Context: an optimization exercise on an open-source flow, tuned for small area, a short achievable clock period and few clock cycles per item. The choices shown serve that exercise and are no tape-out recipe.
The RTL was checked by simulation tests, not by an equivalence proof against the original design.
Power and IR drop assume default switching activity.

job 5827:
Design text_full_justify_top, start of the top module:
module text_full_justify_top (
	input  wire logic       clk,
	input  wire logic       arst_n,
	input  wire logic       cfg_we,
	input  wire logic [5:0] cfg_wdata,
	input  wire logic       in_valid,
	output logic            in_ready,
	input  wire logic [7:0] in_byte,
	input  wire logic       in_byte_valid,
	input  wire logic       in_word_end,
	input  wire logic       in_text_end,
	output logic            out_valid,
	input  wire logic       out_ready,
	output logic [7:0]      out_byte,
	output logic            out_line_last,
	output logic            out_word_cut
);
Size: about 1900 cells after synthesis, ~750 flip-flops, ~34 I/O pins.
==> flow/config.mk <==
export PLATFORM = sky130hd
export DESIGN_NAME = text_full_justify_top
export DESIGN_NICKNAME = text_full_justify_top
export VERILOG_FILES = /design/flow/design.v
export SDC_FILE = /design/flow/constraint.sdc
export NUM_CORES = 4
export LEC_CHECK = 0
export ABC_CLOCK_PERIOD_IN_PS = 2600
export CAP_MARGIN = 20
export CORE_MARGIN = 2
export CORE_UTILIZATION = 65
export CTS_CLUSTER_DIAMETER = 85
export CTS_CLUSTER_SIZE = 27
export PLACE_DENSITY = 0.8
export SETUP_SLACK_MARGIN = 4.5
export SLEW_MARGIN = 20
==> flow/constraint.sdc <==
create_clock -name core_clock -period 7.0 [get_ports {clk}]
set_input_delay 1.4000 -clock core_clock [delete_from_list [all_inputs] [get_ports {clk}]]
set_output_delay 1.4000 -clock core_clock [all_outputs]
set_load 0.01 [all_outputs]
run.sh (not shown) runs the stock make flow with config.mk's settings and CLKGATE_MAP_FILE= SYNTH_SCRIPT=/design/flow/synth_recipe.tcl, a recipe that flattens the netlist after the stock synthesis.
Testbench counts of job 5827, summed over its fixed seeds: cycles 14,959, bytes 14,730.
The inputs of job 3068 differ from those of job 5827 as listed below.
- CTS_CLUSTER_DIAMETER changed from 85 to 100
- CTS_CLUSTER_SIZE changed from 27 to 30
- PLACE_DENSITY changed from 0.8 to 0.72
- CORE_UTILIZATION changed from 65 to 60
Findings:
- Relative to job 5827, the worst setup skew after layout of job 3068 is lower by 0.0038 ns.
- The register-to-register slack of job 3068 exceeds that of job 5827 by 0.06 ns.
- ~same smallest hold slack in job 5827 and job 3068
- Job 3068 completed end to end with timing, DRC and antenna clean.
### job 3068 -> job 3077
- SETUP_SLACK_MARGIN: 4.5 -> 4.4
- CORE_UTILIZATION: 60 -> 70
- PLACE_DENSITY: 0.72 -> unset
[summary]
Going from job 3068 to job 3077, number of gates resized after CTS now smaller; arrival time at the worst endpoint now smaller. Comparing buffering overhead for job 3068 and job 3077, the smaller number came from job 3077. Job 3077 gives less final critical-path share of the clock period than job 3068 did.
For job 2721, these inputs were changed with respect to job 3077:
- ABC_AREA: unset -> 1
- CORE_UTILIZATION: 70 -> 60
### Flow results
- Job 2721 finished all stages; the layout is clean.
- Job 2721 ended up with u_dp.mem[6][1]$_DFFE_PP_ as its capture point of the worst path; job 3077 ended up with in_ready.
- Diff job 3077 and job 2721: met3 track demand over resource lower in job 2721
- Post-cts sizing count, job 3077 and job 2721, higher one = job 2721.
- From job 3077 to job 2721 the numbers moved as follows: number of instances in the placed design saw an increase; global-route usage saw a decrease.
What job 9921 does differently from job 2721 at the input level:
- ABC_AREA: 1 -> unset
Findings:
Job 9921 has completed all stages; timing, DRC and antenna checks passed.
In the reports for job 2721 and job 9921, the larger number of unique standard cell types used by synthesis belongs to job 9921.
Job 2721 vs job 9921, largest family of logic cells by synthesized area: simple AND/OR/NAND/NOR gates vs multiplexers
Detailed-route wire length per cell was higher in job 9921 than in job 2721.
NOTE: post-route clock period utilization in job 9921 exceeds that of job 2721
In job 9921, the highest cell delay on the worst timing path came out 0.14 ns above the value in job 2721.


text_full_justify_top, a different RTL version from the one above (not shown whole).
For scale: roughly 750 flip-flops, ~34 I/O pins, ~31,000 sq um of cells after synthesis.
clock: 7.0 ns
lec_check: 0
abc_clock_period_in_ps: 2000
cap_margin: 20
core_margin: 2
core_utilization: 40
setup_slack_margin: 5
slew_margin: 20
The baseline produced a clean layout.
Testbench counts at the start, summed over its fixed seeds: cycles 14,959, bytes 14,730.
Next try:
ABC_CLOCK_PERIOD_IN_PS = not set   (was 2000)
SETUP_SLACK_MARGIN = not set   (was 5)
Outcome: Clock-buffer cell count came out lower by 5; critical path depth is lower by 13; utilization fell by 7.9 points; synthesized area is unchanged; setup slack loses 700 ps; worst hold slack loses 16 ps; synthesized cell count is unchanged.


== try-violet ==
RTL: one of the versions met above, not the one the previous note started from.
Size in the first run: roughly 1900 cells after synthesis, roughly 750 flip-flops, ~34 I/O pins, about 0.031 sq mm of cells after synthesis.
clock: 7.0 ns
lec_check: 0
abc_clock_period_in_ps: 2600
cap_margin: 20
core_margin: 2
core_utilization: 70
cts_cluster_diameter: 70
cts_cluster_size: 24
setup_slack_margin: 4.5
slew_margin: 20
Testbench counts of try-violet, summed over its fixed seeds: cycles 14,959, bytes 14,730.
diff inputs: try-violet => try-onyx
Settings: CORE_UTILIZATION now 78, was 70.
Notes after the runs:
Between try-violet and try-onyx, the flow reports routed wire length increasing by more than 10%.
Between try-onyx and try-violet, it is try-onyx whose layout cell share with drive strength beyond 1 is higher, by 1.2 points.
The worst hold slack was comparable across try-onyx and try-violet.
Between try-onyx and try-violet, it is try-onyx whose post-synthesis to final-layout area growth is higher, by 0.41 points.
Summary of try-onyx over try-violet: share of the core filled with cells in the final layout rose 9.3 points; final period utilization rose 1.1 points; global-route usage rose 6.6 points.
try-onyx vs try-violet, start point of the critical path: u_dp.ra_q[2]$_DFFE_PN0P_ vs u_ctrl.ob_q[1]$_DFFE_PN_
Between try-onyx and try-violet, it is try-onyx whose power dissipated by switching net loads is higher, by 0.31 mW.
Non-clock buffer count, try-onyx and try-violet: smaller value in try-violet
Changes observed in try-onyx relative to try-violet: final cell count down 50; wire length of the first global-routing pass up 6.1%.
--- input diff try-onyx..try-lagoon ---
Settings: swapping 78 for 70 in CORE_UTILIZATION; swapping 70 for 60 in CTS_CLUSTER_DIAMETER; swapping 24 for 30 in CTS_CLUSTER_SIZE.
- try-lagoon against try-onyx: total iterations of the first detailed-routing run fell by 1, clock network power share went up 2.8 points, count of nets after finishing flat, filler-free cell count of the finished design higher.
- Lower clock period minus final worst setup slack was reported by try-lagoon, not try-onyx.
- Between try-onyx and try-lagoon, the hold slack does not differ in any meaningful way.
- Taking try-onyx as the reference, in try-lagoon final cell area excluding filler cells now sits higher; via count now sits lower; internal portion of total power now sits higher.


text_full_justify_top again, from the RTL that the note above started with.
// text_full_justify_top
module text_full_justify_top (
	input  wire logic       clk,
	input  wire logic       arst_n,
	input  wire logic       cfg_we,
	input  wire logic [5:0] cfg_wdata,
	input  wire logic       in_valid,
	output logic            in_ready,
	input  wire logic [7:0] in_byte,
	input  wire logic       in_byte_valid,
	input  wire logic       in_word_end,
	input  wire logic       in_text_end,
	output logic            out_valid,
	input  wire logic       out_ready,
	output logic [7:0]      out_byte,
	output logic            out_line_last,
	output logic            out_word_cut
);
clock: 7.0 ns
lec_check: 0
abc_clock_period_in_ps: 2600
cap_margin: 20
core_margin: 2
core_utilization: 65
cts_cluster_diameter: 85
cts_cluster_size: 27
setup_slack_margin: 4.5
slew_margin: 20
Testbench counts at the start, summed over its fixed seeds: cycles 14,959, bytes 14,730.
Change:
--- a/flow/config.mk
+++ b/flow/config.mk
@@ -9,7 +9,7 @@
 export CAP_MARGIN = 20
 export CORE_MARGIN = 2
-export CORE_UTILIZATION = 65
-export CTS_CLUSTER_DIAMETER = 85
-export CTS_CLUSTER_SIZE = 27
+export CORE_UTILIZATION = 60
+export CTS_CLUSTER_DIAMETER = 100
+export CTS_CLUSTER_SIZE = 30
 export SETUP_SLACK_MARGIN = 4.5
 export SLEW_MARGIN = 20
After rerunning: Fmax fell by 2.2%; power fell by 2.5%; hold slack stays flat; via count went down by 0.86%; setup slack is worse by 56 ps; synthesized area stays the same; combinational power barely changes; final cell count grows by 2.5%.

-- re-timing with driven ports --
How much do the figures lean on ideal ports? The routed layouts below were timed once more, with nothing changed but the port constraints. Step 1 assumes that a clkbuf_16 drives the clock port and a buf_2 every other input. Step 2 times the ports against the registers' clock, not the clock port: input delays grow and output delays shrink by t, the midpoint of the rising clock arrivals with the driver on. Three values: no drivers, after step 1, after step 2; two values: the first two.
| run | t (ns) | slack for setup (ns) | clock arrival spread, ns | slew at the worst register clock pin (ns) |
|---|---|---|---|---|
| job 5827 | 0.645 | 4.372 / 4.372 / 4.317 | 0.044 / 0.044 | 0.11 / 0.11 |
| job 3068 | 0.683 | 4.423 / 4.362 / 4.320 | 0.048 / 0.047 | 0.12 / 0.12 |
| job 3077 | 0.686 | 4.439 / 4.377 / 4.343 | 0.048 / 0.049 | 0.12 / 0.12 |
| job 2721 | 0.683 | 4.385 / 4.379 / 3.927 | 0.021 / 0.022 | 0.12 / 0.12 |
| job 9921 | 0.675 | 4.329 / 4.329 / 4.307 | 0.026 / 0.025 | 0.12 / 0.12 |
| the first run of note 2 | 0.694 | 4.063 / 4.063 / 4.063 | 0.022 / 0.022 | 0.07 / 0.07 |
| the second run of note 2 | 0.686 | 3.365 / 3.365 / 3.365 | 0.029 / 0.029 | 0.07 / 0.07 |
| try-violet | 0.659 | 4.427 / 4.366 / 4.308 | 0.027 / 0.026 | 0.10 / 0.10 |
| try-onyx | 0.663 | 4.352 / 4.352 / 4.289 | 0.028 / 0.027 | 0.10 / 0.10 |
| try-lagoon | 0.655 | 4.379 / 4.379 / 4.315 | 0.026 / 0.027 | 0.10 / 0.10 |
| the first run of note 4 | 0.637 | 4.491 / 4.435 / 4.295 | 0.023 / 0.024 | 0.11 / 0.11 |
| the second run of note 4 | 0.693 | 4.435 / 4.376 / 4.214 | 0.031 / 0.032 | 0.12 / 0.12 |
After both steps every run listed still meets setup and hold. For job 2721, which loses most, drivers alone change the setup slack by -0.006 ns; drivers and shift together by -0.458 ns. Setup slack includes reset recovery checks.
